What follows belongs to an exercise in optimizing a design on an open flow for small area; a production flow would make more cautious choices.
Function was checked by simulation only, so behaviour that the tests miss may differ from the original.
Power and IR drop assume default switching activity.

`config.mk`:
```
export PLATFORM = sky130hd
export DESIGN_NAME = rv_alu_top
export DESIGN_NICKNAME = rv_alu_top
export VERILOG_FILES = /design/flow/design.v
export SDC_FILE = /design/flow/constraint.sdc
export NUM_CORES = 4
export LEC_CHECK = 0
export CAP_MARGIN = 20
export CORE_MARGIN = 2
export CORE_UTILIZATION = 40
export SLEW_MARGIN = 20
```
`constraint.sdc`:
```
create_clock -name core_clock -period 5.0 [get_ports {clk}]
set_input_delay 1.0000 -clock core_clock [delete_from_list [all_inputs] [get_ports {clk}]]
set_output_delay 1.0000 -clock core_clock [all_outputs]
set_load 0.01 [all_outputs]
```
`design.v`:
```
`timescale 1ns/1ns
`default_nettype none
module rv_alu_execute (
    input  logic                clk,
    input  logic [32-1:0] instr,
    input  logic [32-1:0] rs1,
    input  logic [32-1:0] rs2,
    output logic [32-1:0] value,      
    output logic                illegal
);
    localparam int CUT1 = 11;
    localparam int CUT2 = 22;
    logic [6:0]  opcode;
    logic [2:0]  f3;
    logic [6:0]  f7;
    logic        is_op, is_opi, f7_base, f7_alt;
    logic [31:0] a, b, bb, p, g, sum, sr_in, sr, sll;
    logic [32:0] c;
    logic        inv_b, fill, sltu, slt;
    logic        c1_q, c2_q;
    logic [31:0] alu_val;
    assign opcode  = instr[6:0];
    assign f3      = instr[14:12];
    assign f7      = instr[31:25];
    assign is_op   = (opcode == 7'b0110011);
    assign is_opi  = (opcode == 7'b0010011);
    assign f7_base = (f7 == 7'b0000000);
    assign f7_alt  = (f7 == 7'b0100000);
    always_comb begin
        illegal = !(is_op || is_opi);
        if (is_op && !(f7_base || (f7_alt && (f3 == 3'b000 || f3 == 3'b101))))
            illegal = 1'b1;
        if (is_opi && f3 == 3'b001 && !f7_base)
            illegal = 1'b1;
        if (is_opi && f3 == 3'b101 && !(f7_base || f7_alt))
            illegal = 1'b1;
    end
    assign a = rs1;
    assign b = instr[5] ? rs2 : {{20{instr[31]}}, instr[31:20]};
    assign inv_b = (f3 == 3'b000) ? (instr[5] & instr[30]) : (f3[2:1] == 2'b01);
    assign bb    = b ^ {32{inv_b}};
    assign p     = a ^ bb;
    assign g     = a & bb;
    always_comb begin
        c[0] = inv_b;
        for (int i = 0; i < 32; i++) begin
            if (i + 1 == CUT1)      c[i+1] = c1_q;
            else if (i + 1 == CUT2) c[i+1] = c2_q;
            else                    c[i+1] = g[i] | (p[i] & c[i]);
        end
    end
    always_ff @(posedge clk) begin
        c1_q <= g[CUT1-1] | (p[CUT1-1] & c[CUT1-1]);
        c2_q <= g[CUT2-1] | (p[CUT2-1] & c[CUT2-1]);
    end
    assign sum  = p ^ c[31:0];
    assign sltu = ~c[32];
    assign slt  = (a[31] ^ b[31]) ? a[31] : ~c[32];
    assign fill = f3[2] & instr[30] & a[31];
    always_comb begin
        for (int i = 0; i < 32; i++) sr_in[i] = f3[2] ? a[i] : a[31-i];
    end
    assign sr = $unsigned($signed({fill, sr_in}) >>> b[4:0]) ;
    always_comb begin
        for (int i = 0; i < 32; i++) sll[i] = sr[31-i];
    end
    always_comb begin
        case (f3)
            3'b000:  alu_val = sum;
            3'b001:  alu_val = sll;
            3'b010:  alu_val = {31'd0, slt};
            3'b011:  alu_val = {31'd0, sltu};
            3'b100:  alu_val = p;
            3'b101:  alu_val = sr;
            3'b110:  alu_val = p | g;
            default: alu_val = g;
        endcase
    end
    assign value = illegal ? '0 : alu_val;
endmodule
`default_nettype wire
`timescale 1ns/1ns
`default_nettype none
module rv_alu_top (
    input  logic                   clk,
    input  logic                   arst_n,
    input  logic [5-1:0] awaddr,
    input  logic                   awvalid,
    output logic                   awready,
    input  logic [32-1:0]    wdata,
    input  logic [3:0]             wstrb,
    input  logic                   wvalid,
    output logic                   wready,
    output logic [1:0]             bresp,
    output logic                   bvalid,
    input  logic                   bready,
    input  logic [5-1:0] araddr,
    input  logic                   arvalid,
    output logic                   arready,
    output logic [32-1:0]    rdata,
    output logic [1:0]             rresp,
    output logic                   rvalid,
    input  logic                   rready
);
    logic                wr_rdy_q;       
    logic                wr_fire, wr_en, rd_fire;
    logic [32-1:0] rs1, rs2, instr;
    logic                s1_q, s2_q, s3_q;   
    logic [32-1:0] alu_value;
    logic                alu_illegal;
    logic [32-1:0] result_q;       
    logic                res_ok_q;       
    logic                illegal_flag;
    logic [15:0]         done_count;
    logic [16:0]         inc_c;
    logic [32-1:0] rd_data;
    assign awready = wr_rdy_q;
    assign wready  = wr_rdy_q;
    assign bresp   = 2'b00;
    assign rresp   = 2'b00;
    assign wr_fire = awvalid && wr_rdy_q && wvalid;
    assign rd_fire = arvalid && arready;
    assign wr_en   = wr_fire && (awaddr[1:0] == 2'b00) && (&wstrb);
    always_ff @(posedge clk or negedge arst_n) begin
        if (!arst_n) begin
            wr_rdy_q <= 1'b0;
            bvalid   <= 1'b0;
            arready  <= 1'b0;
            rvalid   <= 1'b0;
            s1_q     <= 1'b0;
            s2_q     <= 1'b0;
            s3_q     <= 1'b0;
        end else begin
            wr_rdy_q <= awvalid && wvalid && !wr_rdy_q && !bvalid;
            arready  <= arvalid && !arready && !rvalid;
            s1_q     <= wr_en && (awaddr[4:2] == 3'd2);
            s2_q     <= s1_q;
            s3_q     <= s2_q;
            if (wr_fire)     bvalid <= 1'b1;
            else if (bready) bvalid <= 1'b0;
            if (rd_fire)     rvalid <= 1'b1;
            else if (rready) rvalid <= 1'b0;
        end
    end
    always_ff @(posedge clk) begin
        if (wr_en && awaddr[4:2] == 3'd0) rs1   <= wdata;
        if (wr_en && awaddr[4:2] == 3'd1) rs2   <= wdata;
        if (wr_en && awaddr[4:2] == 3'd2) instr <= wdata;
    end
    rv_alu_execute i_execute (
        .clk, .instr, .rs1, .rs2, .value(alu_value), .illegal(alu_illegal)
    );
    always_ff @(posedge clk) begin
        if (s3_q) result_q <= alu_value;
    end
    always_comb begin
        inc_c[0] = s3_q;
        for (int i = 0; i < 16; i++) inc_c[i+1] = inc_c[i] & done_count[i];
    end
    always_ff @(posedge clk or negedge arst_n) begin
        if (!arst_n) begin
            res_ok_q     <= 1'b0;
            illegal_flag <= 1'b0;
            done_count   <= '0;
        end else begin
            done_count <= done_count ^ inc_c[15:0];
            if (s3_q) begin
                res_ok_q     <= 1'b1;
                illegal_flag <= illegal_flag | alu_illegal;
            end
        end
    end
    always_comb begin
        rd_data = '0;
        if (araddr[1:0] == 2'b00) begin
            case (araddr[4:2])
                3'd0:    rd_data = rs1;
                3'd1:    rd_data = rs2;
                3'd2:    rd_data = instr;
                3'd3:    rd_data = res_ok_q ? result_q : '0;
                3'd4:    rd_data = {done_count, 15'd0, illegal_flag};
                default: rd_data = '0;
            endcase
        end
    end
    always_ff @(posedge clk) begin
        if (!rvalid) rdata <= rd_data;
    end
endmodule
`default_nettype wire
```
`run.sh`:
```
#!/bin/bash
# synth_recipe.tcl (not shown) runs the flow's synth.tcl, then flattens the netlist and writes it again
# the make line also repeats each setting of config.mk as NAME=value (left out here)
make -C /OpenROAD-flow-scripts/flow DESIGN_CONFIG=/design/flow/config.mk WORK_HOME=/design/flow/orfs CLKGATE_MAP_FILE= SYNTH_SCRIPT=/design/flow/synth_recipe.tcl finish
```
==> reports/results.txt, run 1 <==
status: finished with violations
SO Faults: negative setup slack
EDFF count, synth: 160
DP Area: 14400 sq um
DP Cell Count: 1615
fin crit share: 1.15
Peak VDD IR: 0.000268 V
synth unique cells: 69
setup TNS: -4760 ps
Nets: 1434
most frequent cells in the layout: 160 x edfxtp_1, 112 x a21oi_1, 110 x buf_4, 89 x clkdlybuf4s50_1, 78 x ha_1
Critical Path End Type: flop
Routed wire per std cell: 28.2 um
first-pass GRT wire length: 71000 um
worst setup slack after layout: -766 ps
worst slew pin tran: 1150 ps
ANT nets after route: 0
PD cells: 212 nW/um^2
Detail Route met2 WL: 22500 um
Tightest Hold Check Type: flop to flop
vias per cell: 6.42
most common cell after layout, fill and taps aside: edfxtp_1
final setup fails: 10
Mapped Cells: 1128
Hold Vio Cnt, Final: 0
critical path launch point type: flop
area grow syn2layout: 22.0%
CTS tree: yes
Core Region: 31400 sq um
Setup Skew: 12.9 ps
Top Layer Used: met4
Initial Utilization: 0.404
RSZ-0062 raised after global routing: true
P_leak: 0.00587 uW
crit-path max FO: 4
worst path required time: 5330 ps
largest net degree at the start of global routing: 61
# hold bufs at CTS: 0
PortBufs: 89
critical path arrival: 6100 ps
ys flop type: edfxtp_1
Clock transition at path regs: 80 ps
overall routed net length: 47500 um
Sink Count: 187
I/O pins: 94
area share of the largest cell type after synthesis: 0.379
H-tree level count: 4
vias in the first global route: 10.8k
Async SR Flop Fraction: 0.134
register area share after synthesis: 0.431
initial antenna violation count: 1
RD Place Congestion: 0.968
max-cap violations: 0
flops & latches, synth: 187
total power: 3280 uW
row count: 65
WL met3: 3750 um
Remaining DRCs: 0
CTS Root Cell: clkbuf_16
Slew headroom: 0.234
Tmin final: 5770 ps
post-route insts no fill: 1687
dpl hpwl: 33300 um
CTS buffer count: 17
max-slew violation count: 0
first drt pass iteration count: 6
via count: 10.8k
Finished Cell Area: 15500 sq um
fill cell count: 2808
clock latency (worst-skew pair): 450 ps
DIE WIDTH: 182 um
Starting DRT DRC Count: 1308
M1 WL: 18900 um
synth top area cells: edfxtp_1 38%, ha_1 7.8%, mux4_2 5.1%
Clock Tree Buf Depth: 2
Die Area: 33200 sq um
kind of critical path: flop to flop
Synth area leader: edfxtp_1
GRT Util Overall: 0.291
Yosys warnings: 2
die height: 182 um
Max Clock Freq: 173 MHz
Post-Syn Area: 12700 sq um
GRT overflow: 0
Synth Area per Inst: 11.2 sq um
share of cells above drive strength 1: 0.205
registers in the layout, indices dropped and copies added (netlist names):
name / count
s2_q: 1
rs2: 32
i_execute.c2_q: 1
res_ok_q: 1
wr_rdy_q: 1
arready: 1
s3_q: 1
done_count: 16
instr: 32
result_q: 32
i_execute.c1_q: 1
rs1: 32
s1_q: 1
rdata: 32
rvalid: 1
illegal_flag: 1
bvalid: 1
what timing repair did:
action | 4_1_cts | 5_1_grt
resized for setup | 19 | 27
endpoints found under the setup margin | 11 | 14
pin swaps | 33 | 16
setup buffers | 35 | 7
metal layers:
layer | global-route usage | vias to the layer above
met3 | 0.0545 | 129
met5 | 0 | -
met4 | 0.136 | 0
met1 | 0.379 | 5435
li1 | - | 4628
met2 | 0.472 | 642
synthesized netlist by cell type, types with 18 or more instances:
cell type    n
edfxtp_1   160
a21oi_1    115
ha_1        79
inv_1       77
nor2_1      69
clkbuf_1    56
a22oi_1     54
mux2i_1     50
nand2_1     41
o21ai_0     36
xnor2_1     33
fa_1        31
mux4_2      29
o22ai_1     27
dfrtp_1     25
a222oi_1    18
buf_2       18
where the power goes:
| group | switching, uW | total, uW | internal [uW] |
|---|---|---|---|
| Combinational | 103 | 209 | 106 |
| Clock | 675 | 1330 | 655 |
| Sequential | 10.5 | 1740 | 1730 |
| Total | 788 | 3280 | 2490 |
area by class of cell:
| class | instances | area, sq um | share of cell area |
|---|---|---|---|
| Clock inverter | 15 | 134 | 0.00865 |
| Clock buffer | 17 | 425 | 0.0275 |
| Inverter | 78 | 293 | 0.0189 |
| Sequential cell | 187 | 5470 | 0.354 |
| Tap cell | 402 | 503 | 0.0325 |
| Multi-Input combinational cell | 780 | 6840 | 0.442 |
| Timing Repair Buffer | 207 | 1810 | 0.117 |
| Antenna cell | 1 | 2.50 | 0.000162 |
cell families after synthesis:
| logic type | share of synthesized area |
|---|---|
| other cells | 0.000296 |
| mux | 0.101 |
| buf+inv | 0.0538 |
| compound gates | 0.207 |
| flops | 0.431 |
| xor+xnor | 0.0242 |
| fa+ha+maj | 0.127 |
| simple gates | 0.0550 |
worst max-delay path: stages (launching register included):
cell	delay, ps
edfxtp_1	540
buf_6	190
buf_6	110
a21oi_4	190
xnor2_4	110
inv_2	80
buf_6	90
fa_2	180
inv_2	40
fa_2	380
fa_2	400
fa_2	360
fa_2	400
fa_2	350
fa_2	360
fa_2	420
fa_2	350
inv_2	70
fa_2	430
nor2_2	100
a21oi_1	70
o221ai_1	240
o221a_1	190
path summary, 6_finish.rpt:
check / cells past startpoint / slack [ps] / startpoint / end
worst max-delay path: 22 / -770 / instr[5]$_DFFE_PP_ / result_q[31]$_SDFFCE_PP0P_
worst min-delay path: 0 / 350 / s1_q$_DFF_PN0_ / s2_q$_DFF_PN0_
worst max register to register: 22 / -770 / instr[5]$_DFFE_PP_ / result_q[31]$_SDFFCE_PP0P_
worst min register to register: 0 / 350 / s1_q$_DFF_PN0_ / s2_q$_DFF_PN0_
max in group asynchronous: 2 / 3790 / arst_n / bvalid$_DFFE_PN0P_
min in group asynchronous: 2 / 930 / arst_n / s3_q$_DFF_PN0_
through the flow:
stage | utilization | hold WS (ps) | setup WS (ps)
2_1_floorplan | - | 331 | -1150
3_3_place_gp | 0.460 | 332 | -709
3_5_place_dp | 0.460 | 336 | -816
4_1_cts | 0.489 | 353 | -705
5_1_grt | 0.493 | 363 | -870
6_report | 0.493 | 353 | -766
==> inputs of run 2 (changes only) <==
--- a/design.v
+++ b/design.v
@@ -8,16 +8,15 @@
     output logic [32-1:0] value,      
     output logic                illegal
 );
-    localparam int CUT1 = 11;
-    localparam int CUT2 = 22;
+    localparam int CUT1 = 16;
     logic [6:0]  opcode;
     logic [2:0]  f3;
     logic [6:0]  f7;
     logic        is_op, is_opi, f7_base, f7_alt;
-    logic [31:0] a, b, bb, p, g, sum, sr_in, sr, sll;
+    logic [31:0] a, b, ax, p, sum, sr_in, sr, sll;
     logic [32:0] c;
     logic        inv_b, fill, sltu, slt;
-    logic        c1_q, c2_q;
+    logic        c1_q;
     logic [31:0] alu_val;
     assign opcode  = instr[6:0];
     assign f3      = instr[14:12];
@@ -38,20 +37,17 @@
     assign a = rs1;
     assign b = instr[5] ? rs2 : {{20{instr[31]}}, instr[31:20]};
     assign inv_b = (f3 == 3'b000) ? (instr[5] & instr[30]) : (f3[2:1] == 2'b01);
-    assign bb    = b ^ {32{inv_b}};
-    assign p     = a ^ bb;
-    assign g     = a & bb;
+    assign ax    = a ^ {32{inv_b}};
+    assign p     = ax ^ b;              
     always_comb begin
         c[0] = inv_b;
         for (int i = 0; i < 32; i++) begin
-            if (i + 1 == CUT1)      c[i+1] = c1_q;
-            else if (i + 1 == CUT2) c[i+1] = c2_q;
-            else                    c[i+1] = g[i] | (p[i] & c[i]);
+            if (i + 1 == CUT1) c[i+1] = c1_q;
+            else               c[i+1] = p[i] ? c[i] : a[i];
         end
     end
     always_ff @(posedge clk) begin
-        c1_q <= g[CUT1-1] | (p[CUT1-1] & c[CUT1-1]);
-        c2_q <= g[CUT2-1] | (p[CUT2-1] & c[CUT2-1]);
+        c1_q <= p[CUT1-1] ? c[CUT1-1] : a[CUT1-1];
     end
     assign sum  = p ^ c[31:0];
     assign sltu = ~c[32];
@@ -72,8 +68,8 @@
             3'b011:  alu_val = {31'd0, sltu};
             3'b100:  alu_val = p;
             3'b101:  alu_val = sr;
-            3'b110:  alu_val = p | g;
-            default: alu_val = g;
+            3'b110:  alu_val = a | b;
+            default: alu_val = a & b;
         endcase
     end
     assign value = illegal ? '0 : alu_val;
--- a/config.mk
+++ b/config.mk
@@ -5,6 +5,7 @@
 export SDC_FILE = /design/flow/constraint.sdc
 export NUM_CORES = 4
 export LEC_CHECK = 0
+export ABC_AREA = 1
 export CAP_MARGIN = 20
 export CORE_MARGIN = 2
 export CORE_UTILIZATION = 40
==> reports/results.txt, run 2 <==
status: complete, no violations
GRT overflow: 0 (unchanged)
ys flop type: edfxtp_1
area grow syn2layout: 15.0%
synth top area cells: edfxtp_1 39%, nand2_1 11%, o21ai_0 7.4%
path depth of the worst reg2reg path: 39 (+77%)
RSZ-0062 raised after global routing: false
synth cell count leaders: 366 x nand2_1, 180 x o21ai_0, 161 x inv_1
Tmin final: 4410 ps (-1360 ps)
crit-path max FO: 16 (+12)
overall routed net length: 43500 um (-8.5%)
# hold bufs at CTS: 0 (unchanged)
CTS resizes: 0 (-19)
DP Worst Slack: 633 ps (+1450 ps)
Yosys warnings: 2 (unchanged)
CTS tree: yes
CP Buf/Inv Count: 2 (-4)
Tightest Hold Check Type: flop to flop
Synth area leader: edfxtp_1
PD cells: 231 nW/um^2 (+9.1%)
row count: 64 (-1.5%)
first drt pass iteration count: 6 (unchanged)
sw frac: 0.239 (-0.00193)
power share of the combinational group: 0.066 (+0.002)
clock latency (worst-skew pair): 450 ps (about the same)
register area share after synthesis: 0.445 (+0.0137)
Worst Hold Path Cells: 0 (unchanged)
final setup fails: 0 (-10)
max-cap violations: 0 (unchanged)
Cell Int Power: 2480 uW (-0.35%)
max-slew violation count: 0 (unchanged)
vias per cell: 5.79 (-9.8%)
Sw Pwr: 777 uW (-1.4%)
PortBufs: 89 (unchanged)
Initial Utilization: 0.404 (-0.000451)
CTS Root Cell: clkbuf_16
GRT Util Overall: 0.276 (-0.0144)
worst path required time: 5200 ps (-130 ps)
P_leak: 0.00568 uW (-3.3%)
Synth Area per Inst: 8.08 sq um (-28%)
setup TNS: 0 ps (+4760 ps)
Mapped Cells: 1516 (+34%)
critical path arrival: 4600 ps (-1500 ps)
area share of the largest cell type after synthesis: 0.392 (+0.0135)
Core Region: 30300 sq um (-3.3%)
Die Area: 32000 sq um (-3.4%)
reg-to-reg startpoint: instr[5]$_DFFE_PP_
Setup Skew: 15.3 ps (+2.38 ps)
most common cell after layout, fill and taps aside: nand2_1
Async SR Flop Fraction: 0.134 (+0.000719)
clock power share: 0.402 (-0.004)
share of cells above drive strength 1: 0.110 (-0.0950)
dpl hpwl: 31300 um (-5.8%)
r2r endpoint: result_q[0]$_SDFFCE_PP0P_
ANT nets after route: 0 (unchanged)
first-pass GRT wire length: 64900 um (-8.6%)
Post-CTS Setup Inserts: 0 (-100%)
Clock Tree Buf Depth: 2 (unchanged)
DIE WIDTH: 179 um (-1.7%)
Hold Vio Cnt, Final: 0 (unchanged)
via count: 11.5k (+6.5%)
Clock transition at path regs: 80 ps (about the same)
vias in the first global route: 10.6k (-2.0%)
DP Cell Count: 1957 (+21%)
synth unique cells: 57 (-17%)
delay-heaviest family, CP: simple AND/OR/NAND/NOR gates
fill cell count: 2932 (+4.4%)
total power: 3260 uW (-0.60%)
Nets: 1652 (+15%)
kind of critical path: flop to flop
critical path launch point type: flop
initial antenna violation count: 2 (+1)
most common cell in the synthesized netlist: nand2_1
worst slew pin tran: 947 ps (-202 ps)
I/O pins: 94 (unchanged)
EDFF count, synth: 160 (unchanged)
Remaining DRCs: 0 (unchanged)
die height: 179 um (-1.7%)
Sink Count: 186 (-0.53%)
fin crit share: 0.882 (-0.271)
RD Place Congestion: 0.971 (+0.31%)
hold_ws: 346 ps (-7.66 ps)
Critical Path End Type: flop
largest net degree at the start of global routing: 38 (-38%)
Routed wire per std cell: 21.8 um (-22%)
Hold Path Sink: s2_q$_DFF_PN0_
slowest CP cell: edfxtp_1
flops & latches, synth: 186 (-0.53%)
Slew headroom: 0.366 (+0.133)
CTS buffer count: 17 (unchanged)
slowest stage delay, CP: 570 ps (+30 ps)
R2R setup slack: 590 ps (+1360 ps)
worst setup slack after layout: 591 ps (+1360 ps)
Max Clock Freq: 227 MHz (+31%)
post-route insts no fill: 1991 (+18%)
CP most frequent cell: nand2_2
Starting DRT DRC Count: 1352 (+3.4%)
Seq pwr share: 0.531 (about the same)
most frequent cells in the layout: 366 x nand2_1, 180 x o21ai_0, 161 x inv_1, 160 x edfxtp_1, 90 x nor2_1
Post-Syn Area: 12300 sq um (-3.4%)
hold path startpoint: s1_q$_DFF_PN0_
H-tree level count: 4 (unchanged)
Peak VDD IR: 0.000209 V (-22%)
[run 2: worst max path at each step]
stage                        from                          to  depth (start not counted)
6_report       instr[5]$_DFFE_PP_   result_q[0]$_SDFFCE_PP0P_                         39
3_5_place_dp   instr[5]$_DFFE_PP_  result_q[15]$_SDFFCE_PP0P_                         31
3_3_place_gp   instr[5]$_DFFE_PP_  result_q[15]$_SDFFCE_PP0P_                         31
2_1_floorplan              wvalid            rs2[0]$_DFFE_PP_                          4
4_1_cts        instr[5]$_DFFE_PP_  result_q[15]$_SDFFCE_PP0P_                         31
5_1_grt        instr[5]$_DFFE_PP_  result_q[15]$_SDFFCE_PP0P_                         31
[run 2: layout make-up]
| type | count | area (sq um) | share of cell area |
|---|---|---|---|
| antenna | 2 | 5.00 | 0.000355 |
| inverter | 170 | 641 | 0.0455 |
| sequential | 186 | 5450 | 0.387 |
| multi-input combinational | 1075 | 5760 | 0.409 |
| tap | 396 | 495 | 0.0352 |
| timing repair buffer | 130 | 1200 | 0.0850 |
| clock buffer | 18 | 429 | 0.0305 |
| clock inverter | 14 | 111 | 0.00790 |
[run 2: cell families (layout without fill, tap and decap cells)]
| group | after synthesis | count (layout) | share of synthesized area |
|---|---|---|---|
| buffers and inverters | 258 | 332 | 0.0883 |
| AO/OA/AOI/OAI | 385 | 385 | 0.193 |
| multiplexers | 5 | 5 | 0.00409 |
| flip-flops | 186 | 186 | 0.445 |
| AND/OR/NAND/NOR | 636 | 636 | 0.230 |
| adder cells (fa/ha/maj) | 19 | 19 | 0.0194 |
| XOR/XNOR | 26 | 26 | 0.0204 |
| other | 1 | 6 | 0.000306 |
[run 2: per-layer routing]
layer,global-route usage,part of all wire,routed length (um),vias up
met5,0,0,0,-
met2,0.405,0.42,18500,650
met1,0.404,0.44,19200,5459
met4,0.0942,0.028,1200,0
met3,0.0585,0.11,4610,70
li1,-,-,-,5355
[run 2: power groups by stage]
stage / sequential, uW / clock [uW] / combinational (uW)
after floorplan: 1790 / 0 / 49.5
after global placement: 1760 / 0 / 216
after detailed placement: 1770 / 0 / 217
after CTS: 1730 / 1340 / 219
after global routing: 1730 / 1380 / 233
final: 1730 / 1310 / 216
[run 2: worst register-to-register path: cells and delay by family, from the launching register on]
family                 cells  cell delay [ps]
AOI/OAI and AO/OA          1               80
buffers and inverters      2              690
DFF                        1              570
and+or+nand+nor           36             2830
[run 2: per-stage QoR]
step	util	cell area [sq um]
floorplan	-	12300
global placement	0.446	13500
detailed placement	0.446	13500
CTS	0.464	14100
global route	0.464	14100
finish	0.464	14100
==> inputs of run 3 (changes only) <==
--- a/config.mk
+++ b/config.mk
@@ -6,7 +6,7 @@
 export NUM_CORES = 4
 export LEC_CHECK = 0
 export ABC_AREA = 1
-export CAP_MARGIN = 20
+export CAP_MARGIN = 0
 export CORE_MARGIN = 2
-export CORE_UTILIZATION = 40
-export SLEW_MARGIN = 20
+export CORE_UTILIZATION = 65
+export SLEW_MARGIN = 0
==> reports/results.txt, run 3 <==
status: complete, no violations
critical path arrival: 4720 ps (+120 ps)
CP Buf/Inv Count: 2 (unchanged)
r2r endpoint: result_q[15]$_SDFFCE_PP0P_
RD Place Congestion: 1.01 (+3.6%)
ys flop type: edfxtp_1
Setup Skew: 13.0 ps (-2.24 ps)
overall routed net length: 41000 um (-5.7%)
reg-to-reg startpoint: instr[5]$_DFFE_PP_
# hold bufs at CTS: 0 (unchanged)
DIE WIDTH: 141 um (-21%)
CTS resizes: 0 (unchanged)
fin crit share: 0.907 (+0.0250)
I/O pins: 94 (unchanged)
hold_ws: 358 ps (+12.1 ps)
H-tree level count: 4 (unchanged)
Critical Path End Type: flop
area grow syn2layout: 13.4%
flops & latches, synth: 186 (unchanged)
hold path startpoint: s2_q$_DFF_PN0_
synth unique cells: 57 (unchanged)
synth cell count leaders: 366 x nand2_1, 180 x o21ai_0, 161 x inv_1
most common cell after layout, fill and taps aside: nand2_1
Sink Count: 186 (unchanged)
Nets: 1641 (-0.67%)
worst path required time: 5190 ps (about the same)
R2R setup slack: 470 ps (-130 ps)
slowest CP cell: edfxtp_1
Clock Tree Buf Depth: 2 (unchanged)
clock latency (worst-skew pair): 450 ps (about the same)
Die Area: 20000 sq um (-38%)
RSZ-0062 raised after global routing: false
Synth area leader: edfxtp_1
GRT overflow: 0 (unchanged)
ant diodes: 0 (-2)
final setup fails: 0 (unchanged)
GRT Util Overall: 0.414 (+0.138)
P_leak: 0.00566 uW (-0.32%)
Worst Hold Path Cells: 0 (unchanged)
Yosys warnings: 2 (unchanged)
crit-path max FO: 36 (+20)
Hold Vio Cnt, Final: 0 (unchanged)
EDFF count, synth: 160 (unchanged)
Tmin final: 4530 ps (+125 ps)
max-slew violation count: 0 (unchanged)
PD cells: 243 nW/um^2 (+5.2%)
Synth Area per Inst: 8.08 sq um (unchanged)
Post-CTS Setup Inserts: 0 (unchanged)
Max Clock Freq: 221 MHz (-2.8%)
most frequent cells in the layout: 366 x nand2_1, 180 x o21ai_0, 161 x inv_1, 160 x edfxtp_1, 90 x nor2_1
Clock transition at path regs: 80 ps (about the same)
setup TNS: 0 ps (unchanged)
area share of the largest cell type after synthesis: 0.392 (unchanged)
PortBufs: 89 (unchanged)
dpl hpwl: 29300 um (-6.4%)
critical path launch point type: flop
Peak VDD IR: 0.000270 V (+29%)
ANT nets after route: 0 (unchanged)
Slew headroom: 0.186 (-0.180)
Initial Utilization: 0.659 (+0.256)
slowest stage delay, CP: 630 ps (+60 ps)
Mapped Cells: 1516 (unchanged)
CTS buffer count: 17 (unchanged)
CTS Root Cell: clkbuf_16
first-pass GRT wire length: 62500 um (-3.6%)
vias per cell: 6.59 (+14%)
row count: 50 (-22%)
Post-Syn Area: 12300 sq um (unchanged)
CTS tree: yes
max-cap violations: 0 (unchanged)
worst slew pin tran: 1220 ps (+272 ps)
Starting DRT DRC Count: 1726 (+28%)
share of cells above drive strength 1: 0.104 (-0.00556)
synth top area cells: edfxtp_1 39%, nand2_1 11%, o21ai_0 7.4%
vias in the first global route: 11.2k (+5.2%)
most common cell in the synthesized netlist: nand2_1
register area share after synthesis: 0.445 (unchanged)
delay-heaviest family, CP: simple AND/OR/NAND/NOR gates
CP most frequent cell: nand2_2
Remaining DRCs: 0 (unchanged)
Hold Path Sink: s3_q$_DFF_PN0_
die height: 141 um (-21%)
Tightest Hold Check Type: flop to flop
largest net degree at the start of global routing: 52 (+37%)
Routed wire per std cell: 22.6 um (+3.3%)
first drt pass iteration count: 6 (unchanged)
Core Region: 18600 sq um (-39%)
initial antenna violation count: 0 (-2)
via count: 12.0k (+3.7%)
kind of critical path: flop to flop
Async SR Flop Fraction: 0.134 (unchanged)
path depth of the worst reg2reg path: 30 (-23%)
[run 3: cell counts after synthesis]
No cell type changed its count.
[run 3: worst max path at each step]
| stage | end | from | cells after the start |
|---|---|---|---|
| 4_1_cts | result_q[15]$_SDFFCE_PP0P_ | instr[5]$_DFFE_PP_ | 30 |
| 3_3_place_gp | result_q[15]$_SDFFCE_PP0P_ | instr[5]$_DFFE_PP_ | 30 |
| 5_1_grt | result_q[15]$_SDFFCE_PP0P_ | instr[5]$_DFFE_PP_ | 30 |
| 6_report | result_q[15]$_SDFFCE_PP0P_ | instr[5]$_DFFE_PP_ | 30 |
| 3_5_place_dp | result_q[15]$_SDFFCE_PP0P_ | instr[5]$_DFFE_PP_ | 30 |
| 2_1_floorplan | rs2[0]$_DFFE_PP_ | wvalid | 4 |
[run 3: area by class of cell]
class	instances	area, sq um
Clock buffer	17	425
Clock inverter	15	191
Fill cell	1344	4690
Inverter	170	641
Multi-Input combinational cell	1075	5760
Sequential cell	186	5450
Tap cell	234	293
Timing Repair Buffer	119	1130
[run 3: logic make-up after synthesis]
| family | synth area share |
|---|---|
| AND/OR/NAND/NOR | 0.230 |
| buffers and inverters | 0.0883 |
| XOR/XNOR | 0.0204 |
| flip-flops | 0.445 |
| AO/OA/AOI/OAI | 0.193 |
| other | 0.000306 |
| multiplexers | 0.00409 |
| adder cells (fa/ha/maj) | 0.0194 |
[run 3: stage by stage]
step	utilization	std cells	setup slack (ps)	instance area [sq um]	power, uW
2_1_floorplan	-	1519	658	12300	1830
3_3_place_gp	0.714	1784	740	13300	1970
3_5_place_dp	0.714	1784	577	13300	1980
4_1_cts	0.748	1816	573	13900	3380
5_1_grt	0.748	1816	7.32	13900	3440
6_report	0.748	1816	466	13900	3380
[run 3: power by group]
group / switching (uW) / leakage (uW) / internal (uW) / total, uW
Sequential: 12.7 / 0.00180 / 1720 / 1730
Combinational: 106 / 0.00356 / 110 / 216
Clock: 700 / 0.000299 / 728 / 1430
Total: 819 / 0.00566 / 2560 / 3380
[run 3: per-layer routing]
metal / GRT usage / vias to the layer above / wire length [um]
met4: 0.201 / 0 / 2140
li1: - / 5335 / -
met3: 0.131 / 157 / 5960
met1: 0.556 / 5496 / 15200
met2: 0.615 / 977 / 17700
met5: 0 / - / 0
[run 3: worst reg2reg max path: cells and delay by family (launching register included)]
family          cells  cell delay (ps)
compound gates      6              680
buf+inv             2              720
flops               1              630
simple gates       22             2260
==> inputs of run 4 (changes only) <==
==> flow/run.sh (new file) <==
#!/bin/bash
set -euo pipefail
export BUFFER_PORTS_ARGS="-buffer_cell sky130_fd_sc_hd__buf_1"
export CTS_ARGS="-sink_clustering_enable -repair_clock_nets -buf_list sky130_fd_sc_hd__clkbuf_8 -root_buf sky130_fd_sc_hd__clkbuf_16 -dont_use_dummy_load"
bash standard.sh > standard_make.log 2>&1
==> standard.sh (new file) <==
#!/bin/bash
# synth_recipe.tcl (not shown) runs the flow's synth.tcl, then flattens the netlist and writes it again
# the make line also repeats each setting of config.mk as NAME=value (left out here)
make -C /OpenROAD-flow-scripts/flow DESIGN_CONFIG=/design/flow/config.mk WORK_HOME=/design/flow/orfs CLKGATE_MAP_FILE= SYNTH_SCRIPT=/design/flow/synth_recipe.tcl "${@:-finish}"
--- a/config.mk
+++ b/config.mk
@@ -6,7 +6,7 @@
 export NUM_CORES = 4
 export LEC_CHECK = 0
 export ABC_AREA = 1
-export CAP_MARGIN = 0
+export CAP_MARGIN = 20
 export CORE_MARGIN = 2
-export CORE_UTILIZATION = 65
-export SLEW_MARGIN = 0
+export CORE_UTILIZATION = 40
+export SLEW_MARGIN = 20
removed: run.sh
==> reports/results.txt, run 4 <==
Post-CTS Setup Inserts: 0 (unchanged)
largest net degree at the start of global routing: 42 (-19%)
DP Cell Count: 1950 (+9.3%)
Starting DRT DRC Count: 1222 (-29%)
Yosys warnings: 2 (unchanged)
final setup fails: 0 (unchanged)
most common cell in the synthesized netlist: nand2_1
DIE WIDTH: 179 um (+27%)
CTS resizes: 0 (unchanged)
GRT Util Overall: 0.268 (-0.147)
ANT nets after route: 0 (unchanged)
hold path startpoint: s1_q$_DFF_PN0_
H-tree level count: 4 (unchanged)
first-pass GRT wire length: 63400 um (+1.3%)
Max Clock Freq: 223 MHz (+1.1%)
CTS buffer count: 17 (unchanged)
ant diodes: 0 (unchanged)
total power: 2710 uW (-20%)
Tmin final: 4490 ps (-48.0 ps)
reg-to-reg startpoint: instr[5]$_DFFE_PP_
die height: 179 um (+27%)
synth unique cells: 57 (unchanged)
max-cap violations: 0 (unchanged)
I/O pins: 94 (unchanged)
RSZ-0062 raised after global routing: false
dpl hpwl: 30300 um (+3.3%)
Critical Path End Type: flop
vias in the first global route: 10.5k (-6.0%)
CP most frequent cell: nand2_2
# hold bufs at CTS: 0 (unchanged)
via count: 11.3k (-5.5%)
critical path arrival: 4630 ps (-90 ps)
P_leak: 0.00527 uW (-6.9%)
crit-path max FO: 37 (+2.8%)
row count: 64 (+28%)
max-slew violation count: 0 (unchanged)
critical path launch point type: flop
Tightest Hold Check Type: flop to flop
setup TNS: 0 ps (unchanged)
PortBufs: 89 (unchanged)
most common cell after layout, fill and taps aside: nand2_1
area share of the largest cell type after synthesis: 0.392 (unchanged)
clock latency (worst-skew pair): 410 ps (-40 ps)
most frequent cells in the layout: 366 x nand2_1, 180 x o21ai_0, 161 x inv_1, 160 x edfxtp_1, 90 x nor2_1
EDFF count, synth: 160 (unchanged)
Mapped Cells: 1516 (unchanged)
Sink Count: 186 (unchanged)
RD Place Congestion: 0.934 (-7.2%)
worst slew pin tran: 950 ps (-269 ps)
fill cell count: 3056 (+130%)
area grow syn2layout: 7.61%
GRT overflow: 0 (unchanged)
Clock Tree Buf Depth: 2 (unchanged)
Nets: 1645 (+0.24%)
Setup Skew: 34.7 ps (+21.6 ps)
fin crit share: 0.897 (-0.00960)
CTS tree: yes
Initial Utilization: 0.404 (-0.256)
Peak VDD IR: 0.000193 V (-28%)
Worst Hold Path Cells: 0 (unchanged)
Synth area leader: edfxtp_1
CP Launch Point: instr[5]$_DFFE_PP_
Remaining DRCs: 0 (unchanged)
share of cells above drive strength 1: 0.0980 (-0.00627)
status: complete, no violations
Async SR Flop Fraction: 0.134 (unchanged)
post-route insts no fill: 1967 (+8.3%)
first drt pass iteration count: 5 (-1)
path depth of the worst reg2reg path: 31 (+3.3%)
Synth Area per Inst: 8.08 sq um (unchanged)
vias per cell: 5.75 (-13%)
slowest CP cell: o21ai_4
PD cells: 205 nW/um^2 (-16%)
initial antenna violation count: 0 (unchanged)
synth cell count leaders: 366 x nand2_1, 180 x o21ai_0, 161 x inv_1
overall routed net length: 42300 um (+3.1%)
Die Area: 32000 sq um (+61%)
kind of critical path: flop to flop
Post-Syn Area: 12300 sq um (unchanged)
slowest stage delay, CP: 770 ps (+140 ps)
ys flop type: edfxtp_1
register area share after synthesis: 0.445 (unchanged)
flops & latches, synth: 186 (unchanged)
worst path required time: 5150 ps (-40 ps)
R2R setup slack: 510 ps (+50 ps)
Routed wire per std cell: 21.5 um (-4.8%)
Slew headroom: 0.367 (+0.180)
CTS Root Cell: clkbuf_16
Hold Vio Cnt, Final: 0 (unchanged)
synth top area cells: edfxtp_1 39%, nand2_1 11%, o21ai_0 7.4%
Core Region: 30300 sq um (+63%)
Clock transition at path regs: 90 ps (about the same)
-- run 4: layout make-up --
cell class              instances  area [sq um]  area share
multi-input cells            1075          5760       0.437
flip-flops and latches        186          5450       0.413
inverters                     170           641      0.0486
clock buffers                  17           245      0.0186
repair buffers                123           589      0.0447
well taps                     396           495      0.0376
-- run 4: routing by layer --
metal  vias to the layer above  track usage  routed length, um
met5                         -            0                  0
met4                         0       0.0840                996
met3                        64       0.0437               4220
met2                       562        0.403              18300
met1                      5365        0.393              18800
li1                       5318            -                  -
-- run 4: final timing paths --
check / end
worst max-delay path: result_q[15]$_SDFFCE_PP0P_
worst min-delay path: s2_q$_DFF_PN0_
worst max register to register: result_q[15]$_SDFFCE_PP0P_
worst min register to register: s2_q$_DFF_PN0_
max in group asynchronous: done_count[7]$_DFF_PN0_
min in group asynchronous: res_ok_q$_DFFE_PN0P_
-- run 4: kinds of logic after synthesis --
family / after synthesis / synth area share
compound gates: 385 / 0.193
xor+xnor: 26 / 0.0204
fa+ha+maj: 19 / 0.0194
buf+inv: 258 / 0.0883
flops: 186 / 0.445
mux: 5 / 0.00409
other cells: 1 / 0.000306
simple gates: 636 / 0.230
-- run 4: worst max-delay path, delay by kind of cell (launching register included) --
family	cells	cell delay, ps
flip-flops	1	690
AO/OA/AOI/OAI	7	1250
AND/OR/NAND/NOR	23	1920
buffers and inverters	1	350
-- run 4: report_power, final --
part	leakage [uW]	total, uW	switching (uW)	internal [uW]
sequential	0.00180	1730	11.0	1720
combinational	0.00335	144	104	39.8
clock	0.000127	832	508	323
total	0.00527	2710	624	2080
-- run 4: per-stage QoR --
stage / hold slack, ps / utilization / cell area [sq um] / worst slack (ps)
after floorplan: 331 / - / 12300 / 658
after detailed placement: 342 / 0.426 / 12900 / 545
after global routing: 367 / 0.434 / 13200 / 30.8
after global placement: 335 / 0.426 / 12900 / 607
final: 364 / 0.434 / 13200 / 514
after CTS: 366 / 0.434 / 13200 / 555
==> inputs of run 5 (changes only) <==
--- a/design.v
+++ b/design.v
@@ -8,16 +8,15 @@
     output logic [32-1:0] value,      
     output logic                illegal
 );
-    localparam int CUT1 = 16;
+    localparam int CUT = 16;
     logic [6:0]  opcode;
     logic [2:0]  f3;
     logic [6:0]  f7;
     logic        is_op, is_opi, f7_base, f7_alt;
-    logic [31:0] a, b, ax, p, sum, sr_in, sr, sll;
+    logic [31:0] a, b, ax, p, sr_in, sr, x1, x0;
     logic [32:0] c;
-    logic        inv_b, fill, sltu, slt;
-    logic        c1_q;
-    logic [31:0] alu_val;
+    logic        sub, fill, slt_bit, c_cut_q;
+    logic        en_add, en_xo, en_ao, en_srl, en_sll, en_slt, en_sltu;
     assign opcode  = instr[6:0];
     assign f3      = instr[14:12];
     assign f7      = instr[31:25];
@@ -34,45 +33,54 @@
         if (is_opi && f3 == 3'b101 && !(f7_base || f7_alt))
             illegal = 1'b1;
     end
+    assign en_add  = !illegal && (f3 == 3'b000);
+    assign en_sll  = !illegal && (f3 == 3'b001);
+    assign en_slt  = !illegal && (f3 == 3'b010);
+    assign en_sltu = !illegal && (f3 == 3'b011);
+    assign en_xo   = !illegal && (f3 == 3'b100 || f3 == 3'b110);    
+    assign en_srl  = !illegal && (f3 == 3'b101);
+    assign en_ao   = !illegal && (f3 == 3'b110 || f3 == 3'b111);    
     assign a = rs1;
     assign b = instr[5] ? rs2 : {{20{instr[31]}}, instr[31:20]};
-    assign inv_b = (f3 == 3'b000) ? (instr[5] & instr[30]) : (f3[2:1] == 2'b01);
-    assign ax    = a ^ {32{inv_b}};
-    assign p     = ax ^ b;              
+    assign sub = (f3 == 3'b000) ? (instr[5] & instr[30]) : (f3[2:1] == 2'b01);
+    assign ax  = a ^ {32{sub}};
+    assign p   = ax ^ b;                
     always_comb begin
-        c[0] = inv_b;
+        c[0] = sub;
         for (int i = 0; i < 32; i++) begin
-            if (i + 1 == CUT1) c[i+1] = c1_q;
-            else               c[i+1] = p[i] ? c[i] : a[i];
+            if (i + 1 == CUT) c[i+1] = c_cut_q;
+            else              c[i+1] = p[i] ? c[i] : a[i];
         end
     end
     always_ff @(posedge clk) begin
-        c1_q <= p[CUT1-1] ? c[CUT1-1] : a[CUT1-1];
+        c_cut_q <= p[CUT-1] ? c[CUT-1] : a[CUT-1];
     end
-    assign sum  = p ^ c[31:0];
-    assign sltu = ~c[32];
-    assign slt  = (a[31] ^ b[31]) ? a[31] : ~c[32];
+    assign slt_bit = (en_sltu & ~c[32]) | (en_slt & ((a[31] ^ b[31]) ? a[31] : ~c[32]));
     assign fill = f3[2] & instr[30] & a[31];
     always_comb begin
         for (int i = 0; i < 32; i++) sr_in[i] = f3[2] ? a[i] : a[31-i];
     end
-    assign sr = $unsigned($signed({fill, sr_in}) >>> b[4:0]) ;
+    logic [31:0] lv [0:5];
+    assign lv[0] = sr_in;
+    for (genvar k = 0; k < 5; k++) begin : g_lvl
+        localparam int SB = 4 - k;
+        localparam int SH = 1 << SB;
+        for (genvar i = 0; i < 32; i++) begin : g_bit
+            if (i + SH < 32) assign lv[k+1][i] = b[SB] ? lv[k][i+SH] : lv[k][i];
+            else             assign lv[k+1][i] = b[SB] ? fill : lv[k][i];
+        end
+    end
+    assign sr = lv[5];
+    assign x1 = ({32{en_add}} & ~c[31:0]) | {32{en_xo}};
+    assign x0 = ({32{en_add}} &  c[31:0]) | ({32{en_ao}} & a);
     always_comb begin
-        for (int i = 0; i < 32; i++) sll[i] = sr[31-i];
+        for (int i = 0; i < 32; i++) begin
+            value[i] = (p[i] ? x1[i] : x0[i])
+                     | (en_srl & sr[i])
+                     | (en_sll & sr[31-i]);
+        end
+        value[0] = value[0] | slt_bit;
     end
-    always_comb begin
-        case (f3)
-            3'b000:  alu_val = sum;
-            3'b001:  alu_val = sll;
-            3'b010:  alu_val = {31'd0, slt};
-            3'b011:  alu_val = {31'd0, sltu};
-            3'b100:  alu_val = p;
-            3'b101:  alu_val = sr;
-            3'b110:  alu_val = a | b;
-            default: alu_val = a & b;
-        endcase
-    end
-    assign value = illegal ? '0 : alu_val;
 endmodule
 `default_nettype wire
 `timescale 1ns/1ns
==> flow/run.sh (replaced) <==
#!/bin/bash
set -euo pipefail
export BUFFER_PORTS_ARGS="-buffer_cell sky130_fd_sc_hd__buf_1"
export CTS_ARGS="-sink_clustering_enable -repair_clock_nets -buf_list sky130_fd_sc_hd__clkbuf_8 -root_buf sky130_fd_sc_hd__clkbuf_16 -sink_clustering_size 25 -sink_clustering_max_diameter 120 -dont_use_dummy_load"
bash standard.sh > standard_make.log 2>&1
--- a/config.mk
+++ b/config.mk
@@ -6,7 +6,7 @@
 export NUM_CORES = 4
 export LEC_CHECK = 0
 export ABC_AREA = 1
-export CAP_MARGIN = 20
+export CAP_MARGIN = 0
 export CORE_MARGIN = 2
-export CORE_UTILIZATION = 40
-export SLEW_MARGIN = 20
+export CORE_UTILIZATION = 55
+export SLEW_MARGIN = 0
==> reports/results.txt, run 5 <==
status: complete, no violations
Remaining DRCs: 0 (unchanged)
CTS buffer count: 17 (unchanged)
max-slew violation count: 0 (unchanged)
Max Clock Freq: 248 MHz (+11%)
critical path arrival: 4160 ps (-470 ps)
Mapped Cells: 1345 (-11%)
sw frac: 0.226 (-0.00426)
# hold bufs at CTS: 0 (unchanged)
synth cell count leaders: 284 x nand2_1, 160 x edfxtp_1, 158 x o21ai_0
Core Region: 20400 sq um (-33%)
worst slew pin tran: 887 ps (-63.4 ps)
fill cell count: 1826 (-40%)
Initial Utilization: 0.565 (+0.161)
PD cells: 217 nW/um^2 (+5.7%)
Starting DRT DRC Count: 1143 (-6.5%)
die height: 149 um (-17%)
Detail Route met2 WL: 17500 um (-4.3%)
GRT Util Overall: 0.342 (+0.0740)
Cell Chain, Critical Path: buf_4 > a21oi_1 > nand2_2 > nand3_1 > nand2_2 > nand2_1 > nand3_1 > nand3_1 > nand3_1 > nand3_1 > nand3_2 > nand3_2 > nand3_2 > nand3_2 > nand3_2 > nand3_2 > nand3_2 > nand3_2 > nand3_2 > nand2_1 > nand2_2 > nand2_1 > a21oi_1 > nand2_1
max-cap violations: 0 (unchanged)
row count: 52 (-19%)
crit-path max FO: 31 (-16%)
Clock transition at path regs: 110 ps (+20 ps)
ys flop type: edfxtp_1
Peak VDD IR: 0.000175 V (-9.6%)
I/O pins: 94 (unchanged)
slowest stage delay, CP: 690 ps (-80 ps)
setup TNS: 0 ps (unchanged)
RSZ-0062 raised after global routing: false
Setup Skew: 52.6 ps (+17.9 ps)
EDFF count, synth: 160 (unchanged)
DIE WIDTH: 149 um (-17%)
CTS resizes: 0 (unchanged)
Seq pwr share: 0.642 (+0.003)
Critical Path End Type: flop
flops & latches, synth: 186 (unchanged)
area grow syn2layout: 7.47%
initial antenna violation count: 0 (unchanged)
overall routed net length: 37300 um (-12%)
Hold Path Sink: s3_q$_DFF_PN0_
power share of the combinational group: 0.054 (about the same)
M1 WL: 15100 um (-19%)
worst path required time: 5120 ps (-30 ps)
Clock Tree Buf Depth: 2 (unchanged)
Nets: 1475 (-10%)
most frequent cells in the layout: 284 x nand2_1, 160 x edfxtp_1, 158 x o21ai_0, 133 x inv_1, 92 x nor2_1
critical path launch point type: flop
CP most frequent cell: nand3_2
Tmin final: 4040 ps (-447 ps)
GRT overflow: 0 (unchanged)
Sw Pwr: 609 uW (-2.3%)
Post-CTS Setup Inserts: 0 (unchanged)
H-tree level count: 4 (unchanged)
Async SR Flop Fraction: 0.134 (unchanged)
first-pass GRT wire length: 56600 um (-11%)
P_leak: 0.00506 uW (-3.9%)
area share of the largest cell type after synthesis: 0.416 (+0.0241)
CTS tree: yes
CTS Root Cell: clkbuf_16
ANT nets after route: 0 (unchanged)
clock latency (worst-skew pair): 410 ps (about the same)
Sink Count: 186 (unchanged)
share of cells above drive strength 1: 0.0783 (-0.0197)
final setup fails: 0 (unchanged)
PortBufs: 89 (unchanged)
kind of critical path: flop to flop
dpl hpwl: 27800 um (-8.2%)
synth unique cells: 55 (-3.5%)
fin crit share: 0.808 (-0.0893)
register area share after synthesis: 0.472 (+0.0273)
Post-Syn Area: 11500 sq um (-5.8%)
slowest CP cell: edfxtp_1
hold_ws: 363 ps (-1.21 ps)
Hold Vio Cnt, Final: 0 (unchanged)
RD Place Congestion: 1.05 (+13%)
clock power share: 0.304 (-0.003)
Yosys warnings: 3 (+1)
r2r endpoint: result_q[31]$_DFFE_PP_
via count: 10.4k (-7.9%)
Routed wire per std cell: 22.3 um (+3.6%)
Synth Area per Inst: 8.58 sq um (+6.2%)
post-route insts no fill: 1675 (-15%)
largest net degree at the start of global routing: 36 (-14%)
Cell Int Power: 2080 uW (about the same)
synth top area cells: edfxtp_1 42%, nand2_1 9.2%, o21ai_0 6.9%
Die Area: 22200 sq um (-31%)
most common cell in the synthesized netlist: nand2_1
total power: 2690 uW (-0.50%)
most common cell after layout, fill and taps aside: nand2_1
Synth area leader: edfxtp_1
Tightest Hold Check Type: flop to flop
final core occ: 0.607 (+0.173)
Top Layer Used: met4
vias in the first global route: 9795 (-6.6%)
first drt pass iteration count: 5 (unchanged)
R2R setup slack: 960 ps (+450 ps)
CP Launch Point: instr[14]$_DFFE_PP_
hold path startpoint: s2_q$_DFF_PN0_
vias per cell: 6.22 (+8.1%)
ant diodes: 0 (unchanged)
WL met3: 2990 um (-29%)
reg-to-reg startpoint: instr[14]$_DFFE_PP_
DP Cell Count: 1658 (-15%)
Worst Hold Path Cells: 0 (unchanged)
path depth of the worst reg2reg path: 24 (-23%)
Slew headroom: 0.408 (+0.0416)
## run 5: how the worst max path moves through the flow
stage                                  end  slack (ps)
global placement    result_q[31]$_DFFE_PP_        1120
floorplan                 rs2[0]$_DFFE_PP_         660
detailed placement  result_q[15]$_DFFE_PP_        1080
CTS                 result_q[31]$_DFFE_PP_        1050
global route        result_q[15]$_DFFE_PP_         620
finish              result_q[31]$_DFFE_PP_         960
## run 5: per-layer routing
metal,track usage,vias up
met1,0.450,4911
met5,0,-
met2,0.569,581
met4,0.140,0
met3,0.0535,107
li1,-,4815
## run 5: kinds of logic (layout without fill, tap and decap cells)
kind of cell,Yosys count,count (layout),share of synthesized area
and+or+nand+nor,480,480,0.180
other,1,4,0.000325
muxes,27,27,0.0234
xor gates and xnor gates,54,54,0.0423
AOI/OAI and AO/OA,357,357,0.189
adders and majority gates,15,15,0.0163
buffers and inverters,225,282,0.0771
DFF,186,186,0.472
## run 5: cell type report
type	instances	area, sq um	area share
Tap cell	270	338	0.0272
Clock buffer	17	245	0.0198
Multi-Input combinational cell	937	5260	0.424
Timing Repair Buffer	121	574	0.0463
Inverter	144	541	0.0436
Sequential cell	186	5450	0.439
## run 5: per-stage QoR
| stage | worst slack (ps) | area (sq um) |
|---|---|---|
| 2_1_floorplan | 658 | 11600 |
| 3_3_place_gp | 1120 | 12200 |
| 3_5_place_dp | 1080 | 12200 |
| 4_1_cts | 1050 | 12400 |
| 5_1_grt | 623 | 12400 |
| 6_report | 961 | 12400 |
## run 5: worst max-delay path: cells and delay by family (launching register included)
| kind | cells | cell delay (ps) |
|---|---|---|
| DFF | 1 | 690 |
| AOI/OAI and AO/OA | 2 | 240 |
| and+or+nand+nor | 21 | 2460 |
| buffers and inverters | 1 | 390 |
## run 5: power groups by stage
stage / sequential [uW] / combinational [uW] / clock [uW]
3_5_place_dp: 1760 / 146 / 0
2_1_floorplan: 1790 / 50.6 / 0
4_1_cts: 1730 / 146 / 820
5_1_grt: 1730 / 160 / 865
6_report: 1730 / 146 / 818
3_3_place_gp: 1760 / 143 / 0
==> inputs of run 6 (changes only) <==
--- a/design.v
+++ b/design.v
@@ -8,14 +8,15 @@
     output logic [32-1:0] value,      
     output logic                illegal
 );
-    localparam int CUT = 16;
+    localparam int CUT1 = 11;
+    localparam int CUT2 = 22;
     logic [6:0]  opcode;
     logic [2:0]  f3;
     logic [6:0]  f7;
     logic        is_op, is_opi, f7_base, f7_alt;
     logic [31:0] a, b, ax, p, sr_in, sr, x1, x0;
     logic [32:0] c;
-    logic        sub, fill, slt_bit, c_cut_q;
+    logic        sub, fill, slt_bit, c1_q, c2_q;
     logic        en_add, en_xo, en_ao, en_srl, en_sll, en_slt, en_sltu;
     assign opcode  = instr[6:0];
     assign f3      = instr[14:12];
@@ -48,12 +49,14 @@
     always_comb begin
         c[0] = sub;
         for (int i = 0; i < 32; i++) begin
-            if (i + 1 == CUT) c[i+1] = c_cut_q;
-            else              c[i+1] = p[i] ? c[i] : a[i];
+            if (i + 1 == CUT1)      c[i+1] = c1_q;
+            else if (i + 1 == CUT2) c[i+1] = c2_q;
+            else                    c[i+1] = p[i] ? c[i] : a[i];
         end
     end
     always_ff @(posedge clk) begin
-        c_cut_q <= p[CUT-1] ? c[CUT-1] : a[CUT-1];
+        c1_q <= p[CUT1-1] ? c[CUT1-1] : a[CUT1-1];
+        c2_q <= p[CUT2-1] ? c[CUT2-1] : a[CUT2-1];
     end
     assign slt_bit = (en_sltu & ~c[32]) | (en_slt & ((a[31] ^ b[31]) ? a[31] : ~c[32]));
     assign fill = f3[2] & instr[30] & a[31];
==> flow/run.sh (replaced) <==
#!/bin/bash
set -euo pipefail
rm -rf scripts_mod
cp -r "$FLOW_HOME/scripts" scripts_mod
printf 'strash\ndch -f\namap\ntopo\n' > scripts_mod/abc_area.script
export SCRIPTS_DIR="$PWD/scripts_mod"
export BUFFER_PORTS_ARGS="-buffer_cell sky130_fd_sc_hd__buf_1"
export CTS_ARGS="-sink_clustering_enable -repair_clock_nets -buf_list sky130_fd_sc_hd__clkbuf_8 -root_buf sky130_fd_sc_hd__clkbuf_16 -sink_clustering_size 20 -dont_use_dummy_load"
bash standard.sh > standard_make.log 2>&1
==> reports/results.txt, run 6 <==
Cell Int Power: 2090 uW (+0.37%)
ANT nets after route: 0 (unchanged)
synth unique cells: 43 (-22%)
critical path arrival: 4640 ps (+480 ps)
Yosys warnings: 3 (unchanged)
synth cell count leaders: 160 x edfxtp_1, 146 x nor2_1, 138 x o22ai_1
max-slew violation count: 0 (unchanged)
critical path launch point type: flop
Synth area leader: edfxtp_1
Synth Area per Inst: 10.1 sq um (+18%)
Clock Tree Buf Depth: 2 (unchanged)
P_leak: 0.00387 uW (-24%)
crit-path max FO: 15 (-52%)
Starting DRT DRC Count: 1263 (+10%)
area share of the largest cell type after synthesis: 0.461 (+0.0447)
largest net degree at the start of global routing: 43 (+19%)
Slew headroom: 0.440 (+0.0315)
I/O pins: 94 (unchanged)
share of cells above drive strength 1: 0.0795 (+0.00117)
power share of the combinational group: 0.056 (+0.002)
slowest CP cell: edfxtp_1
Nets: 1253 (-15%)
Tightest Hold Check Type: flop to flop
Tmin final: 4540 ps (+500 ps)
vias per cell: 7.05 (+13%)
CP Buf/Inv Count: 6 (+5)
setup TNS: 0 ps (unchanged)
final setup fails: 0 (unchanged)
Setup Skew: 41.6 ps (-11.1 ps)
most frequent cells in the layout: 160 x edfxtp_1, 145 x nor2_1, 129 x o22ai_1, 101 x clkinv_1, 89 x buf_1
Max Clock Freq: 220 MHz (-11%)
Die Area: 20100 sq um (-9.5%)
flops & latches, synth: 187 (+0.54%)
register area share after synthesis: 0.525 (+0.0526)
vias in the first global route: 9455 (-3.5%)
worst path required time: 5100 ps (-20 ps)
first drt pass iteration count: 8 (+3)
Routed wire per std cell: 26.1 um (+17%)
PD cells: 229 nW/um^2 (+5.3%)
status: complete, no violations
Initial Utilization: 0.559 (-0.00591)
clock power share: 0.301 (-0.003)
Post-Syn Area: 10400 sq um (-9.7%)
Async SR Flop Fraction: 0.134 (-0.000719)
most used routing layer in global routing: met2
Mapped Cells: 1029 (-23%)
initial antenna violation count: 0 (unchanged)
overall routed net length: 37000 um (-0.75%)
delay-heaviest family, CP: compound AO/OA/AOI/OAI gates
row count: 50 (-3.8%)
CP most frequent cell: nand2_1
Seq pwr share: 0.644 (+0.002)
Core Region: 18600 sq um (-8.7%)
ys flop type: edfxtp_1
Clock transition at path regs: 110 ps (about the same)
ant diodes: 0 (unchanged)
Hold Vio Cnt, Final: 0 (unchanged)
most common cell after layout, fill and taps aside: edfxtp_1
die height: 142 um (-4.8%)
R2R setup slack: 460 ps (-500 ps)
EDFF count, synth: 160 (unchanged)
CTS buffer count: 17 (unchanged)
most common cell in the synthesized netlist: edfxtp_1
Sw Pwr: 608 uW (-0.12%)
Peak VDD IR: 0.000177 V (+1.4%)
sw frac: 0.225 (-0.000855)
RD Place Congestion: 1.00 (-4.8%)
GRT overflow: 0 (unchanged)
# hold bufs at CTS: 0 (unchanged)
PortBufs: 89 (unchanged)
dpl hpwl: 26400 um (-5.1%)
area grow syn2layout: 13.3%
fin crit share: 0.908 (+0.0999)
slowest stage delay, CP: 410 ps (-280 ps)
H-tree level count: 4 (unchanged)
via count: 9994 (-4.0%)
clock latency (worst-skew pair): 410 ps (about the same)
Remaining DRCs: 0 (unchanged)
RSZ-0062 raised after global routing: false
M3 GR Usage: 0.0695 (+0.0160)
max-cap violations: 0 (unchanged)
global routing usage on met2: 0.598 (+0.0286)
Sink Count: 187 (+0.54%)
final core occ: 0.633 (+0.0261)
synth top area cells: edfxtp_1 46%, o22ai_1 8.3%, dfrtp_1 6.0%
CTS Root Cell: clkbuf_16
DIE WIDTH: 142 um (-4.8%)
Critical Path End Type: flop
worst slew pin tran: 819 ps (-67.5 ps)
GRT Util Overall: 0.372 (+0.0303)
first-pass GRT wire length: 55500 um (-2.0%)
met1 GRT Util: 0.482 (+0.0325)
kind of critical path: flop to flop
CTS tree: yes
## run 6: timing repair
item / 4_1_cts / 5_1_grt
setup buffers: 0 / 4
gates resized for setup: 0 / 1
endpoints found under the setup margin: 0 / 2
hold endpoints to repair: 0 / 0
## run 6: path summary, 6_finish.rpt
| check | cells after the start | startpoint | to |
|---|---|---|---|
| max in group asynchronous | 2 | arst_n | done_count[5]$_DFF_PN0_ |
| min reg2reg | 0 | s1_q$_DFF_PN0_ | s2_q$_DFF_PN0_ |
| max | 29 | instr[14]$_DFFE_PP_ | result_q[21]$_DFFE_PP_ |
| min in group asynchronous | 2 | arst_n | wr_rdy_q$_DFF_PN0_ |
| min | 0 | s1_q$_DFF_PN0_ | s2_q$_DFF_PN0_ |
| max reg2reg | 29 | instr[14]$_DFFE_PP_ | result_q[21]$_DFFE_PP_ |
## run 6: layout make-up
class / instances / area, sq um
clock buffer: 17 / 245
fill: 1565 / 6840
inverter: 110 / 432
multi-input combinational: 730 / 4660
sequential: 187 / 5470
tap: 234 / 293
timing repair buffer: 139 / 709
## run 6: per-layer routing
layer	routed length (um)	share of wire
met1	14000	0.38
met2	17300	0.47
met3	3540	0.096
met4	2160	0.058
met5	0	0
## run 6: cells by family after synthesis
group / after synthesis / share of synthesized area
buffers and inverters: 115 / 0.0432
xor gates and xnor gates: 20 / 0.0168
DFF: 187 / 0.525
other: 1 / 0.000360
adders and majority gates: 15 / 0.0180
AOI/OAI and AO/OA: 467 / 0.308
and+or+nand+nor: 224 / 0.0886
## run 6: worst register-to-register path, delay by kind of cell (launching register included)
| kind | cells | cell delay [ps] |
|---|---|---|
| simple gates | 9 | 840 |
| xor+xnor | 1 | 230 |
| buf+inv | 6 | 920 |
| flops | 1 | 410 |
| compound gates | 13 | 1860 |
## run 6: power by group through the flow
stage / combinational (uW) / sequential (uW) / clock, uW
3_5_place_dp: 149 / 1770 / 0
4_1_cts: 150 / 1740 / 821
5_1_grt: 164 / 1740 / 863
6_report: 150 / 1740 / 812
3_3_place_gp: 148 / 1770 / 0
2_1_floorplan: 46.0 / 1790 / 0
## run 6: through the flow
step                hold slack [ps]  setup slack, ps  instances  power [uW]  cell area, sq um
global route                    385             19.0       1417        2770             11800
global placement                336              624       1396        1920             11500
finish                          364              461       1417        2700             11800
floorplan                       331             -375       1032        1840             10600
CTS                             365              496       1413        2710             11800
detailed placement              336              520       1396        1920             11500
==> inputs of run 7 (changes only) <==
--- a/design.v
+++ b/design.v
@@ -171,15 +171,13 @@
             done_count   <= '0;
         end else begin
             done_count <= done_count ^ inc_c[15:0];
-            if (s3_q) begin
-                res_ok_q     <= 1'b1;
-                illegal_flag <= illegal_flag | alu_illegal;
-            end
+            res_ok_q     <= res_ok_q | s3_q;
+            illegal_flag <= illegal_flag | (s3_q & alu_illegal);
         end
     end
     always_comb begin
         rd_data = '0;
-        if (araddr[1:0] == 2'b00) begin
+        if (araddr[1:0] == 2'b00 && !rvalid) begin
             case (araddr[4:2])
                 3'd0:    rd_data = rs1;
                 3'd1:    rd_data = rs2;
@@ -191,7 +189,7 @@
         end
     end
     always_ff @(posedge clk) begin
-        if (!rvalid) rdata <= rd_data;
+        rdata <= rd_data | (rdata & {32{rvalid}});
     end
 endmodule
 `default_nettype wire
==> flow/run.sh (replaced) <==
#!/bin/bash
set -euo pipefail
rm -rf scripts_mod
cp -r "$FLOW_HOME/scripts" scripts_mod
printf 'strash\ndch -f\namap\ntopo\n' > scripts_mod/abc_area.script
export SCRIPTS_DIR="$PWD/scripts_mod"
export REMOVE_ABC_BUFFERS=1
export BUFFER_PORTS_ARGS="-buffer_cell sky130_fd_sc_hd__buf_1"
export CTS_ARGS="-sink_clustering_enable -repair_clock_nets -buf_list sky130_fd_sc_hd__clkbuf_8 -root_buf sky130_fd_sc_hd__clkbuf_16 -sink_clustering_size 20 -dont_use_dummy_load"
bash standard.sh > standard_make.log 2>&1
--- a/config.mk
+++ b/config.mk
@@ -9,4 +9,5 @@
 export CAP_MARGIN = 0
 export CORE_MARGIN = 2
 export CORE_UTILIZATION = 55
+export GPL_TIMING_DRIVEN = 0
 export SLEW_MARGIN = 0
==> reports/results.txt, run 7 <==
status: complete, no violations
Clock Tree Buf Depth: 2 (unchanged)
path depth of the worst reg2reg path: 29 (unchanged)
max-cap violations: 0 (unchanged)
M3 GR Usage: 0.0927 (+0.0232)
area grow syn2layout: 16.4%
die height: 141 um (-0.65%)
CTS tree: yes
Yosys warnings: 3 (unchanged)
GRT overflow: 0 (unchanged)
fill cell count: 1536 (-1.9%)
Synth area leader: edfxtp_1
max-slew violation count: 0 (unchanged)
Nets: 1289 (+2.9%)
clock latency (worst-skew pair): 410 ps (about the same)
Starting DRT DRC Count: 1420 (+12%)
worst slew pin tran: 1210 ps (+389 ps)
final core occ: 0.647 (+0.0132)
CTS Root Cell: clkbuf_16
Routed wire per std cell: 24.9 um (-4.7%)
final setup fails: 0 (unchanged)
Peak VDD IR: 0.000247 V (+40%)
PD cells: 215 nW/um^2 (-6.0%)
R2R setup slack: 240 ps (-220 ps)
Hold Vio Cnt, Final: 0 (unchanged)
synth top area cells: edfxtp_1 37%, o22ai_1 8.3%, dfxtp_1 6.6%
total power: 2570 uW (-4.7%)
flops & latches, synth: 187 (unchanged)
hold path startpoint: s2_q$_DFF_PN0_
Finished Cell Area: 12000 sq um (+1.4%)
fin crit share: 0.952 (+0.0444)
critical path launch point type: flop
DP Area: 11300 sq um (-2.2%)
Initial Utilization: 0.555 (-0.00372)
worst setup slack after layout: 239 ps (-222 ps)
Mapped Cells: 1065 (+3.5%)
row count: 50 (unchanged)
first-pass GRT wire length: 53900 um (-2.9%)
synth unique cells: 40 (-7.0%)
# hold bufs at CTS: 0 (unchanged)
hold_ws: 363 ps (-1.51 ps)
Clock transition at path regs: 110 ps (about the same)
Tightest Hold Check Type: flop to flop
DIE WIDTH: 141 um (-0.65%)
ANT nets after route: 0 (unchanged)
Hold Path Sink: s3_q$_DFF_PN0_
most common cell after layout, fill and taps aside: nor2_1
reg-to-reg startpoint: instr[14]$_DFFE_PP_
share of cells above drive strength 1: 0.0935 (+0.0141)
RD Place Congestion: 1.01 (+1.0%)
PortBufs: 89 (unchanged)
most common cell in the synthesized netlist: nor2_1
Synth Area per Inst: 9.66 sq um (-4.7%)
P_leak: 0.00391 uW (+1.2%)
Async SR Flop Fraction: 0.134 (unchanged)
Slew headroom: 0.194 (-0.246)
r2r endpoint: result_q[10]$_DFFE_PP_
Remaining DRCs: 0 (unchanged)
H-tree level count: 4 (unchanged)
overall routed net length: 36200 um (-2.3%)
area share of the largest cell type after synthesis: 0.374 (-0.0872)
Max Clock Freq: 210 MHz (-4.7%)
dpl hpwl: 24300 um (-7.9%)
Worst Hold Path Cells: 0 (unchanged)
EDFF count, synth: 128 (-20%)
Core Region: 18500 sq um (-0.67%)
global routing usage on met2: 0.552 (-0.0454)
worst path required time: 5120 ps (+20 ps)
vias per cell: 6.89 (-2.4%)
Post-Syn Area: 10300 sq um (-1.3%)
DP Worst Slack: -3910 ps (-4430 ps)
[run 7: cell count changes in the layout (fill, tap and decap cells not counted), moves of 16 or more]
| cell | before | now |
|---|---|---|
| buf_4 | 50 | 26 |
| o21ai_0 | 76 | 107 |
| a31oi_1 | 17 | 1 |
| nand2_1 | 42 | 75 |
| edfxtp_1 | 160 | 128 |
| dfxtp_1 | 2 | 34 |
| a22oi_1 | 24 | 7 |
[run 7: worst max path at each step]
| stage | from | endpoint | slack, ps | cells past startpoint |
|---|---|---|---|---|
| floorplan | instr[14]$_DFFE_PP_ | result_q[21]$_DFFE_PP_ | -2870 | 28 |
| global placement | instr[14]$_DFFE_PP_ | result_q[21]$_DFFE_PP_ | -7020 | 28 |
| detailed placement | instr[14]$_DFFE_PP_ | result_q[21]$_DFFE_PP_ | -3910 | 28 |
| CTS | instr[5]$_DFFE_PP_ | result_q[21]$_DFFE_PP_ | -5 | 28 |
| global route | instr[14]$_DFFE_PP_ | result_q[21]$_DFFE_PP_ | -40 | 31 |
| finish | instr[14]$_DFFE_PP_ | result_q[10]$_DFFE_PP_ | 240 | 29 |
[run 7: cell type report]
type | count | area (sq um) | area share
repair buffers | 138 | 887 | 0.0741
clock buffers | 17 | 245 | 0.0205
multi-input cells | 772 | 4930 | 0.412
repair inverters | 1 | 8.76 | 0.000732
well taps | 234 | 293 | 0.0245
inverters | 104 | 452 | 0.0377
flip-flops and latches | 187 | 5150 | 0.430
[run 7: through the flow]
step | std cells | setup TNS [ps]
5_1_grt | 1453 | -41.7
6_report | 1453 | 0
3_3_place_gp | 1386 | -445290
4_1_cts | 1440 | -5.31
2_1_floorplan | 1063 | -76500
3_5_place_dp | 1408 | -90280
[run 7: kinds of logic (layout without fill, tap and decap cells)]
kind of cell	after synthesis	count (layout)	synth area share
XOR/XNOR	20	20	0.0170
AO/OA/AOI/OAI	482	482	0.322
flip-flops	187	187	0.501
buffers and inverters	109	260	0.0416
AND/OR/NAND/NOR	251	251	0.0996
adder cells (fa/ha/maj)	15	15	0.0182
other	1	4	0.000365
[run 7: routing by layer]
layer	vias up	wire (um)
met5	-	0
met4	0	1410
met3	101	3990
met2	653	16100
met1	4698	14700
li1	4554	-
[run 7: worst max-delay path, delay by kind of cell (launching register included)]
family,cells,cell delay [ps]
buffers and inverters,6,870
flip-flops,1,330
AND/OR/NAND/NOR,13,1450
AO/OA/AOI/OAI,10,1830
[run 7: power by group]
part | switching (uW) | internal (uW) | total, uW
Combinational | 66.8 | 30.5 | 97.3
Sequential | 19.8 | 1660 | 1680
Clock | 474 | 322 | 796
Total | 560 | 2010 | 2570
[run 7: repair_timing]
item                                    4_1_cts  5_1_grt
pin swaps                                     4        5
cloned                                        1        0
setup buffers                                14       13
resized for setup                            29       27
endpoints found under the setup margin       34       10

Check on run 7: ideal ports give 0.239 ns setup slack; a clkbuf_16 on the clock port and buf_2 on the inputs give 0.239 ns; moving port delays by the midpoint clock arrival (0.440 ns) as well gives 0.239 ns.
